Context: an optimization exercise on an open-source flow, tuned for small area and a short achievable clock period. The choices shown serve that exercise and are no tape-out recipe.
At most, simulation tests tie the RTL to the original design; equivalence was not proved.
Power is estimated from default activity; no workload was simulated.

==> run B: inputs <==
==> flow/design.v <==
package robotSensorPkg;
	typedef struct packed {
		logic towerTurn;	 
		logic reserved;
		logic startIn;
		logic [5-1:0] limitSwitch;
		logic [1:0] odoDir;	 
		logic gripperDir;
		logic [1:0] rakeDir;	 
		logic [1:0] propDir;	 
		logic boardId;
	} statusWord_t;
	typedef union packed {
		logic [16-1:0] raw;
		statusWord_t status;
	} regWord_t;
	typedef enum logic [1:0] {
		beaconIdle,
		beaconReceiving,
		beaconGap	 
	} beaconState_t;
endpackage
`timescale 1ns/1ns
module encoderChannel #(
	parameter bit invertDir = 1'b0	 
) (
	input  logic clk,
	input  logic reset,
	input  logic encA,
	input  logic encB,
	input  logic clearCounts,
	output logic [16-1:0] countA,
	output logic [16-1:0] countB,
	output logic dirPositive
);
	logic [1:0] syncA;	 
	logic [1:0] syncB;
	logic prevA;
	logic prevB;
	logic riseA;
	logic riseB;
	always_ff @(posedge clk, posedge reset) begin
		if (reset) begin
			syncA <= '0;
			syncB <= '0;
			prevA <= 1'b0;
			prevB <= 1'b0;
		end else begin
			syncA <= {syncA[0], encA};
			syncB <= {syncB[0], encB};
			prevA <= syncA[1];
			prevB <= syncB[1];
		end
	end
	assign riseA = syncA[1] & ~prevA;
	assign riseB = syncB[1] & ~prevB;
	always_ff @(posedge clk, posedge reset) begin
		if (reset) begin
			countA <= '0;
			countB <= '0;
		end else if (clearCounts) begin
			countA <= 16'(riseA);
			countB <= 16'(riseB);
		end else begin
			countA <= countA + 16'(riseA);
			countB <= countB + 16'(riseB);
		end
	end
	always_ff @(posedge clk, posedge reset) begin
		if (reset) begin
			dirPositive <= 1'b0;
		end else if (riseA) begin
			dirPositive <= syncB[1] ^ invertDir;
		end
	end
endmodule
`timescale 1ns/1ns
module speedSampler #(
	parameter int unsigned windowCycles = 500000
) (
	input  logic clk,
	input  logic reset,
	input  logic [7-1:0][16-1:0] countA,
	input  logic [7-1:0][16-1:0] countB,
	input  logic towerTick,
	output logic clearCounts,
	output logic [7-1:0][16-1:0] axisSpeed,
	output logic [16-1:0] towerSpeed
);
	logic windowEnd;	 
	logic [16-1:0] towerCount;
	generate
		if (windowCycles == 500000) begin : genLfsr
			localparam logic [18:0] LAST_BUT_ONE = 19'h55a25;
			logic [18:0] winState;
			always_ff @(posedge clk, posedge reset) begin
				if (reset) begin
					winState <= '0;
					windowEnd <= 1'b0;
				end else begin
					winState <= windowEnd ? 19'd0 :
						{winState[17:0], ~(winState[18] ^ winState[17] ^ winState[16] ^ winState[13])};
					windowEnd <= (winState == LAST_BUT_ONE);
				end
			end
		end else begin : genBinary
			localparam int winWidth = (windowCycles > 1) ? $clog2(windowCycles) : 1;
			logic [winWidth-1:0] winCount;
			always_ff @(posedge clk, posedge reset) begin
				if (reset) begin
					winCount <= '0;
				end else if (winCount == winWidth'(windowCycles - 1)) begin
					winCount <= '0;
				end else begin
					winCount <= winCount + 1'b1;
				end
			end
			assign windowEnd = (winCount == winWidth'(windowCycles - 1));
		end
	endgenerate
	assign clearCounts = windowEnd;	 
	always_ff @(posedge clk, posedge reset) begin
		if (reset) begin
			towerCount <= '0;
		end else if (windowEnd) begin
			towerCount <= 16'(towerTick);
		end else begin
			towerCount <= towerCount + 16'(towerTick);
		end
	end
	function automatic logic [16-1:0] halfSum(input logic [16-1:0] x, input logic [16-1:0] y);
		logic [16-1:0] g;
		logic [16-1:0] p;
		logic [16-1:0] gNext;
		logic [16-1:0] pNext;
		g = x & y;
		p = x ^ y;
		for (int d = 1; d < 16; d = d * 2) begin
			gNext = g;
			pNext = p;
			for (int b = d; b < 16; b++) begin
				gNext[b] = g[b] | (p[b] & g[b - d]);
				pNext[b] = p[b] & p[b - d];
			end
			g = gNext;
			p = pNext;
		end
		halfSum = {g[16-1], (x[16-1:1] ^ y[16-1:1]) ^ g[16-2:0]};
	endfunction
	logic [7-1:0][16-1:0] pairHalf;
	always_comb begin
		for (int i = 0; i < 7; i++) begin
			pairHalf[i] = halfSum(countA[i], countB[i]);
		end
	end
	always_ff @(posedge clk, posedge reset) begin
		if (reset) begin
			axisSpeed <= '0;
			towerSpeed <= '0;
		end else if (windowEnd) begin
			for (int i = 0; i < 7; i++) begin
				axisSpeed[i] <= pairHalf[i];
			end
			towerSpeed <= towerCount;
		end
	end
endmodule
`timescale 1ns/1ns
module beaconDecoder #(
	parameter int unsigned glitchTicks = 20
) (
	input  logic clk,
	input  logic reset,
	input  logic towerA,
	input  logic laserSync,
	input  logic laserSign,
	output logic towerTick,
	output logic towerTurn,
	output logic [16-1:0] beaconStart,
	output logic [16-1:0] beaconEnd
);
	localparam int tickWidth = (glitchTicks > 0) ? $clog2(glitchTicks + 1) : 1;
	logic [1:0] syncTower;
	logic [1:0] syncPulse;
	logic [1:0] syncSign;
	logic towerPrev;
	logic pulsePrev;
	logic turnEdge;	 
	logic signHigh;
	logic [16-1:0] angle;
	robotSensorPkg::beaconState_t state;
	logic [tickWidth-1:0] gapTicks;
	logic [16-1:0] pendingStart;
	logic [16-1:0] pendingEnd;
	logic captureStart;
	logic captureEnd;
	logic holdExpired;
	always_ff @(posedge clk, posedge reset) begin
		if (reset) begin
			syncTower <= '0;
			syncPulse <= '0;
			syncSign <= '0;
			towerPrev <= 1'b0;
			pulsePrev <= 1'b0;
		end else begin
			syncTower <= {syncTower[0], towerA};
			syncPulse <= {syncPulse[0], laserSync};
			syncSign <= {syncSign[0], laserSign};
			towerPrev <= syncTower[1];
			pulsePrev <= syncPulse[1];
		end
	end
	assign towerTick = syncTower[1] & ~towerPrev;
	assign turnEdge = syncPulse[1] & ~pulsePrev;
	assign signHigh = syncSign[1];
	always_ff @(posedge clk, posedge reset) begin
		if (reset) begin
			angle <= '0;
			towerTurn <= 1'b0;
		end else if (turnEdge) begin
			angle <= '0;
			towerTurn <= ~towerTurn;
		end else begin
			angle <= angle + 16'(towerTick);
		end
	end
	assign captureStart = (state == robotSensorPkg::beaconIdle) & signHigh;
	assign captureEnd = (state == robotSensorPkg::beaconReceiving) & ~signHigh;
	assign holdExpired = (state == robotSensorPkg::beaconGap) & (gapTicks == tickWidth'(glitchTicks));
	always_ff @(posedge clk, posedge reset) begin
		if (reset) begin
			state <= robotSensorPkg::beaconIdle;
			gapTicks <= '0;
			beaconStart <= '0;
			beaconEnd <= '0;
		end else begin
			case (state)
				robotSensorPkg::beaconIdle: begin
					if (captureStart) begin
						state <= robotSensorPkg::beaconReceiving;
					end
				end
				robotSensorPkg::beaconReceiving: begin
					if (captureEnd) begin
						state <= robotSensorPkg::beaconGap;
						gapTicks <= '0;
					end
				end
				robotSensorPkg::beaconGap: begin
					if (holdExpired) begin
						state <= robotSensorPkg::beaconIdle;
						beaconStart <= pendingStart;
						beaconEnd <= pendingEnd;
					end else if (signHigh) begin
						state <= robotSensorPkg::beaconReceiving;	 
					end else if (towerTick) begin
						gapTicks <= gapTicks + 1'b1;
					end
				end
				default: state <= robotSensorPkg::beaconIdle;
			endcase
		end
	end
	always_ff @(posedge clk) begin
		if (captureStart) begin
			pendingStart <= angle;
		end
		if (captureEnd) begin
			pendingEnd <= angle;	 
		end
	end
endmodule
`timescale 1ns/1ns
module wbRegisterFile (
	input  logic clk,
	input  logic reset,
	input  logic wbCyc,
	input  logic wbStb,
	input  logic wbWe,
	input  logic [4-1:0] wbAdr,
	input  logic [16-1:0] wbDatIn,
	output logic [16-1:0] wbDatOut,
	output logic wbAck,
	input  logic [7-1:0][16-1:0] axisSpeed,
	input  logic [7-1:0] axisDir,
	input  logic [16-1:0] towerSpeed,
	input  logic [16-1:0] beaconStart,
	input  logic [16-1:0] beaconEnd,
	input  logic towerTurn,
	input  logic [5-1:0] limitSwitch,
	input  logic startIn,
	input  logic boardId,
	input  logic [1:0] key,
	output logic [1:0] irqN
);
	localparam int syncWidth = 5 + 4;
	logic [syncWidth-1:0] syncStage;
	logic [syncWidth-1:0] syncOut;
	logic [5-1:0] switchSync;
	logic startSync;
	logic idSync;
	logic [1:0] keySync;
	logic [16-1:0] configReg;	 
	logic [16-1:0] configNext;
	logic [16-1:0] statusWord;
	logic [16-1:0] readData;
	logic request;
	logic [1:0] irqNLow;	 
	always_ff @(posedge clk, posedge reset) begin
		if (reset) begin
			syncStage <= '0;
			syncOut <= '0;
		end else begin
			syncStage <= {key, boardId, startIn, limitSwitch};
			syncOut <= syncStage;
		end
	end
	assign {keySync, idSync, startSync, switchSync} = syncOut;
	assign statusWord = {towerTurn, 1'b0, startSync, switchSync,
		axisDir[3], axisDir[2], axisDir[4],
		axisDir[6], axisDir[5],
		axisDir[1], axisDir[0], idSync};
	assign request = wbCyc & wbStb & ~wbAck;	 
	always_comb begin
		case (wbAdr)
			4'd0: readData = statusWord;
			4'd1: readData = axisSpeed[0];
			4'd2: readData = axisSpeed[1];
			4'd3: readData = axisSpeed[2];
			4'd4: readData = axisSpeed[3];
			4'd5: readData = axisSpeed[4];
			4'd6: readData = axisSpeed[5];
			4'd7: readData = axisSpeed[6];
			4'd8: readData = towerSpeed;
			4'd9: readData = beaconStart;
			4'd10: readData = beaconEnd;
			4'd11: readData = configReg;
			default: readData = '0;	 
		endcase
	end
	assign configNext = (request && wbWe && (wbAdr == 4'(11))) ? wbDatIn : configReg;
	always_ff @(posedge clk, posedge reset) begin
		if (reset) begin
			wbAck <= 1'b0;
			configReg <= '0;
			irqNLow <= 2'b00;
		end else begin
			wbAck <= request;
			configReg <= configNext;	 
			irqNLow <= ~syncStage[syncWidth-1 -: 2] & configNext[1:0];
		end
	end
	assign irqN = ~irqNLow;
	always_ff @(posedge clk) begin
		wbDatOut <= readData;
	end
endmodule
`timescale 1ns/1ns
module robotSensorTop #(
	parameter int unsigned windowCycles = 500000,
	parameter int unsigned glitchTicks = 20
) (
	input  logic clk,
	input  logic reset,
	input  logic [7-1:0] encA,
	input  logic [7-1:0] encB,
	input  logic towerA,
	input  logic laserSync,
	input  logic laserSign,
	input  logic [5-1:0] limitSwitch,
	input  logic startIn,
	input  logic boardId,
	input  logic [1:0] key,
	input  logic wbCyc,
	input  logic wbStb,
	input  logic wbWe,
	input  logic [4-1:0] wbAdr,
	input  logic [16-1:0] wbDatIn,
	output logic [16-1:0] wbDatOut,
	output logic wbAck,
	output logic [1:0] irqN
);
	localparam logic [7-1:0] invertMask = 7'b0000110;
	logic [7-1:0][16-1:0] countA;
	logic [7-1:0][16-1:0] countB;
	logic [7-1:0][16-1:0] axisSpeed;
	logic [7-1:0] axisDir;
	logic clearCounts;
	logic towerTick;
	logic towerTurn;
	logic [16-1:0] towerSpeed;
	logic [16-1:0] beaconStart;
	logic [16-1:0] beaconEnd;
	for (genvar g = 0; g < 7; g++) begin : genAxis
		encoderChannel #(.invertDir(invertMask[g])) i_encoder (
			.clk(clk),
			.reset(reset),
			.encA(encA[g]),
			.encB(encB[g]),
			.clearCounts(clearCounts),
			.countA(countA[g]),
			.countB(countB[g]),
			.dirPositive(axisDir[g])
		);
	end
	speedSampler #(.windowCycles(windowCycles)) i_speedSampler (
		.clk(clk),
		.reset(reset),
		.countA(countA),
		.countB(countB),
		.towerTick(towerTick),
		.clearCounts(clearCounts),
		.axisSpeed(axisSpeed),
		.towerSpeed(towerSpeed)
	);
	beaconDecoder #(.glitchTicks(glitchTicks)) i_beaconDecoder (
		.clk(clk),
		.reset(reset),
		.towerA(towerA),
		.laserSync(laserSync),
		.laserSign(laserSign),
		.towerTick(towerTick),
		.towerTurn(towerTurn),
		.beaconStart(beaconStart),
		.beaconEnd(beaconEnd)
	);
	wbRegisterFile i_registerFile (
		.clk(clk),
		.reset(reset),
		.wbCyc(wbCyc),
		.wbStb(wbStb),
		.wbWe(wbWe),
		.wbAdr(wbAdr),
		.wbDatIn(wbDatIn),
		.wbDatOut(wbDatOut),
		.wbAck(wbAck),
		.axisSpeed(axisSpeed),
		.axisDir(axisDir),
		.towerSpeed(towerSpeed),
		.beaconStart(beaconStart),
		.beaconEnd(beaconEnd),
		.towerTurn(towerTurn),
		.limitSwitch(limitSwitch),
		.startIn(startIn),
		.boardId(boardId),
		.key(key),
		.irqN(irqN)
	);
endmodule
==> flow/run.sh <==
#!/bin/bash
# synth_recipe.tcl (not shown) runs the flow's synth.tcl, then flattens the netlist and writes it again
# the make line also repeats each setting of config.mk as NAME=value (left out here)
make -C /OpenROAD-flow-scripts/flow DESIGN_CONFIG=/design/flow/config.mk WORK_HOME=/design/flow/orfs CLKGATE_MAP_FILE= SYNTH_SCRIPT=/design/flow/synth_recipe.tcl finish
==> flow/config.mk <==
export PLATFORM = sky130hd
export DESIGN_NAME = robotSensorTop
export DESIGN_NICKNAME = robotSensorTop
export VERILOG_FILES = /design/flow/design.v
export SDC_FILE = /design/flow/constraint.sdc
export NUM_CORES = 4
export LEC_CHECK = 0
export CAP_MARGIN = 20
export CORE_MARGIN = 2
export CORE_UTILIZATION = 40
export SETUP_SLACK_MARGIN = 1.75
export SLEW_MARGIN = 20
==> flow/constraint.sdc <==
create_clock -name core_clock -period 4.0 [get_ports {clk}]
set_input_delay 0.8000 -clock core_clock [delete_from_list [all_inputs] [get_ports {clk}]]
set_output_delay 0.8000 -clock core_clock [all_outputs]
set_load 0.01 [all_outputs]
==> inputs of run H, as changes to run B <==
--- a/flow/design.v
+++ b/flow/design.v
@@ -55,9 +55,6 @@
 	assign riseA = syncA[1] & ~prevA;
 	assign riseB = syncB[1] & ~prevB;
-	always_ff @(posedge clk, posedge reset) begin
-		if (reset) begin
-			countA <= '0;
-			countB <= '0;
-		end else if (clearCounts) begin
+	always_ff @(posedge clk) begin
+		if (clearCounts) begin
 			countA <= 16'(riseA);
 			countB <= 16'(riseB);
@@ -85,4 +82,6 @@
 	input  logic towerTick,
 	output logic clearCounts,
+	output logic running,	 
+	output logic speedValid,	 
 	output logic [7-1:0][16-1:0] axisSpeed,
 	output logic [16-1:0] towerSpeed
@@ -119,9 +118,14 @@
 		end
 	endgenerate
-	assign clearCounts = windowEnd;	 
 	always_ff @(posedge clk, posedge reset) begin
 		if (reset) begin
-			towerCount <= '0;
-		end else if (windowEnd) begin
+			running <= 1'b0;
+		end else begin
+			running <= 1'b1;
+		end
+	end
+	assign clearCounts = windowEnd | ~running;
+	always_ff @(posedge clk) begin
+		if (clearCounts) begin
 			towerCount <= 16'(towerTick);
 		end else begin
@@ -156,10 +160,12 @@
 	always_ff @(posedge clk, posedge reset) begin
 		if (reset) begin
-			axisSpeed <= '0;
-			towerSpeed <= '0;
+			speedValid <= 1'b0;
 		end else if (windowEnd) begin
-			for (int i = 0; i < 7; i++) begin
-				axisSpeed[i] <= pairHalf[i];
-			end
+			speedValid <= 1'b1;
+		end
+	end
+	always_ff @(posedge clk) begin
+		if (windowEnd) begin
+			axisSpeed <= pairHalf;
 			towerSpeed <= towerCount;
 		end
@@ -175,4 +181,6 @@
 	input  logic laserSync,
 	input  logic laserSign,
+	input  logic running,	 
+	output logic beaconValid,	 
 	output logic towerTick,
 	output logic towerTurn,
@@ -216,9 +224,12 @@
 	always_ff @(posedge clk, posedge reset) begin
 		if (reset) begin
-			angle <= '0;
 			towerTurn <= 1'b0;
 		end else if (turnEdge) begin
-			angle <= '0;
 			towerTurn <= ~towerTurn;
+		end
+	end
+	always_ff @(posedge clk) begin
+		if (turnEdge | ~running) begin
+			angle <= '0;
 		end else begin
 			angle <= angle + 16'(towerTick);
@@ -232,6 +243,5 @@
 			state <= robotSensorPkg::beaconIdle;
 			gapTicks <= '0;
-			beaconStart <= '0;
-			beaconEnd <= '0;
+			beaconValid <= 1'b0;
 		end else begin
 			case (state)
@@ -250,6 +260,5 @@
 					if (holdExpired) begin
 						state <= robotSensorPkg::beaconIdle;
-						beaconStart <= pendingStart;
-						beaconEnd <= pendingEnd;
+						beaconValid <= 1'b1;
 					end else if (signHigh) begin
 						state <= robotSensorPkg::beaconReceiving;	 
@@ -263,4 +272,10 @@
 	end
 	always_ff @(posedge clk) begin
+		if (holdExpired) begin
+			beaconStart <= pendingStart;
+			beaconEnd <= pendingEnd;
+		end
+	end
+	always_ff @(posedge clk) begin
 		if (captureStart) begin
 			pendingStart <= angle;
@@ -287,4 +302,6 @@
 	input  logic [16-1:0] beaconStart,
 	input  logic [16-1:0] beaconEnd,
+	input  logic speedValid,
+	input  logic beaconValid,
 	input  logic towerTurn,
 	input  logic [5-1:0] limitSwitch,
@@ -301,6 +318,9 @@
 	logic idSync;
 	logic [1:0] keySync;
-	logic [16-1:0] configReg;	 
-	logic [16-1:0] configNext;
+	logic [1:0] configLow;	 
+	logic [16-3:0] configHigh;	 
+	logic configValid;	 
+	logic configWrite;
+	logic [1:0] configLowNext;
 	logic [16-1:0] statusWord;
 	logic [16-1:0] readData;
@@ -325,32 +345,42 @@
 		case (wbAdr)
 			4'd0: readData = statusWord;
-			4'd1: readData = axisSpeed[0];
-			4'd2: readData = axisSpeed[1];
-			4'd3: readData = axisSpeed[2];
-			4'd4: readData = axisSpeed[3];
-			4'd5: readData = axisSpeed[4];
-			4'd6: readData = axisSpeed[5];
-			4'd7: readData = axisSpeed[6];
-			4'd8: readData = towerSpeed;
-			4'd9: readData = beaconStart;
-			4'd10: readData = beaconEnd;
-			4'd11: readData = configReg;
+			4'd1: readData = speedValid ? axisSpeed[0] : '0;
+			4'd2: readData = speedValid ? axisSpeed[1] : '0;
+			4'd3: readData = speedValid ? axisSpeed[2] : '0;
+			4'd4: readData = speedValid ? axisSpeed[3] : '0;
+			4'd5: readData = speedValid ? axisSpeed[4] : '0;
+			4'd6: readData = speedValid ? axisSpeed[5] : '0;
+			4'd7: readData = speedValid ? axisSpeed[6] : '0;
+			4'd8: readData = speedValid ? towerSpeed : '0;
+			4'd9: readData = beaconValid ? beaconStart : '0;
+			4'd10: readData = beaconValid ? beaconEnd : '0;
+			4'd11: readData = {configValid ? configHigh : 14'd0, configLow};
 			default: readData = '0;	 
 		endcase
 	end
-	assign configNext = (request && wbWe && (wbAdr == 4'(11))) ? wbDatIn : configReg;
+	assign configWrite = request && wbWe && (wbAdr == 4'(11));
+	assign configLowNext = configWrite ? wbDatIn[1:0] : configLow;
 	always_ff @(posedge clk, posedge reset) begin
 		if (reset) begin
 			wbAck <= 1'b0;
-			configReg <= '0;
+			configLow <= '0;
+			configValid <= 1'b0;
 			irqNLow <= 2'b00;
 		end else begin
 			wbAck <= request;
-			configReg <= configNext;	 
-			irqNLow <= ~syncStage[syncWidth-1 -: 2] & configNext[1:0];
+			configLow <= configLowNext;	 
+			if (configWrite) begin
+				configValid <= 1'b1;
+			end
+			irqNLow <= ~syncStage[syncWidth-1 -: 2] & configLowNext;
 		end
 	end
 	assign irqN = ~irqNLow;
 	always_ff @(posedge clk) begin
+		if (configWrite) begin
+			configHigh <= wbDatIn[16-1:2];
+		end
+	end
+	always_ff @(posedge clk) begin
 		wbDatOut <= readData;
 	end
@@ -387,4 +417,7 @@
 	logic [7-1:0] axisDir;
 	logic clearCounts;
+	logic running;
+	logic speedValid;
+	logic beaconValid;
 	logic towerTick;
 	logic towerTurn;
@@ -411,4 +444,6 @@
 		.towerTick(towerTick),
 		.clearCounts(clearCounts),
+		.running(running),
+		.speedValid(speedValid),
 		.axisSpeed(axisSpeed),
 		.towerSpeed(towerSpeed)
@@ -420,4 +455,6 @@
 		.laserSync(laserSync),
 		.laserSign(laserSign),
+		.running(running),
+		.beaconValid(beaconValid),
 		.towerTick(towerTick),
 		.towerTurn(towerTurn),
@@ -440,4 +477,6 @@
 		.beaconStart(beaconStart),
 		.beaconEnd(beaconEnd),
+		.speedValid(speedValid),
+		.beaconValid(beaconValid),
 		.towerTurn(towerTurn),
 		.limitSwitch(limitSwitch),
==> flow/flow/run.sh (new file) <==
#!/bin/bash
# The standard layout, with the port buffers as plain buffers, sizing not tied to
# footprints, and clock tree synthesis without dummy loads
bash standard.sh MATCH_CELL_FOOTPRINT=0 "BUFFER_PORTS_ARGS=-buffer_cell sky130_fd_sc_hd__buf_2" \
  "CTS_ARGS=-sink_clustering_enable -repair_clock_nets -dont_use_dummy_load" finish > standard.log 2>&1
==> flow/standard.sh (new file) <==
#!/bin/bash
# synth_recipe.tcl (not shown) runs the flow's synth.tcl, then flattens the netlist and writes it again
# the make line also repeats each setting of config.mk as NAME=value (left out here)
make -C /OpenROAD-flow-scripts/flow DESIGN_CONFIG=/design/flow/config.mk WORK_HOME=/design/flow/orfs CLKGATE_MAP_FILE= SYNTH_SCRIPT=/design/flow/synth_recipe.tcl "${@:-finish}"
Settings changed: CORE_UTILIZATION 40 to 65, PLACE_DENSITY from default to 0.77, SETUP_SLACK_MARGIN 1.75 to 1.7.
removed: flow/run.sh
==> summary of the runs <==
- Between run H and run B, the lower synthesized area is in run H (gap about 8%, measured against run B).
- In combinational power, run B is at 6.4 times the value of run H.
- Against run H, the first-iteration DRC count of run B is lower by about 17%.
- Against run H, the critical path depth of run B is lower by 1.
- Between run B and run H, the lower worst setup slack is in run H (gap 0.064 ns).
- Against run B, the global-route usage of run H is higher by 8.7 points.
- Fmax: run H is lower than run B (2.7%).
- In run H the hold slack is worse than in run B, by 0.11 ns.
- In run H the via count is lower than in run B, by about 9%.
- Of run B and run H, run H has the higher core utilization (gap 26 points).
- Of run H and run B, run H has the higher sequential share of layout area (gap 5.0 points).
==> figures <==
Result of the run: run H finished clean; run B finished clean
Portion of synthesized cell area occupied by the leading cell type: run H 23.2%; run B 46.5%
Clock-net power: run H 4.53 mW; run B 6.34 mW
Post-detail-place hpwl: run H 43.4 mm; run B 53.3 mm
Post-synthesis adder-cell area fraction: run H 7.29%; run B 6.73%
Power in combinational cells: run H 0.519 mW; run B 3.33 mW
Tapcells: run H 532; run B 950
Number of setup buffers added after CTS: run H 8; run B 14
Growth of design area from synthesis to finish: run H 11.9%; run B 17.4%
Chip height: run H 206 um; run B 273 um
Compound-Gate Fraction of Synth Area: run H 10.9%; run B 11.2%
Post-layout power: run H 11.6 mW; run B 16.9 mW
Area of the placeable core: run H 40,600 um^2; run B 71,500 um^2
Placed cell count: run H 3,047; run B 3,642
Sum of routed wire segments on met1: run H 26.5 mm; run B 35.3 mm
Placed instance area: run H 27,600 um^2; run B 30,800 um^2
Transition at the pin with the smallest max-transition slack: run H 0.967 ns; run B 0.858 ns
WHS: run H 0.228 ns; run B 0.336 ns
Number of flops mapped to enable cells by yosys: run H 206; run B 32
Signal buffers share of area: run H 2.39%; run B 3.69%
Sequential portion of the cell area: run H 48.5%; run B 43.4%
Sequential cell area: run H 14,400 um^2; run B 14,700 um^2
Post-Synth XOR/XNOR Area: run H 8.84%; run B 8.50%
No functional check of the RTL was part of run H.

-- re-timing with driven ports --
No port has a modelled driver above. Below, the same layouts with a new extraction and two added sets of constraints.
Step 1 sets driving cells, clkbuf_16 on the clock port and buf_2 on the other inputs (assumed; they add their load-dependent delay and slew).
Step 2, shift: input delay + t, output delay - t, t = (earliest + latest rising clock arrival at the registers) / 2. This alone moves slack from input paths to output paths.
Slacks: ideal / step 1 / step 2; pairs: ideal / step 1.
run	t, ns	setup WS [ns]	clock arrival spread, ns	worst slew at a driven data input, ns	cell pins on the clock port's net
run B	0.667	1.721 / 1.721 / 1.147	0.020 / 0.020	0.08	1
run H	0.653	1.657 / 1.657 / 1.195	0.068 / 0.069	0.06	1
After both steps setup and hold are still met in every run listed. For run B, which loses most, drivers alone change the setup slack by 0.000 ns; drivers and shift together by -0.574 ns.
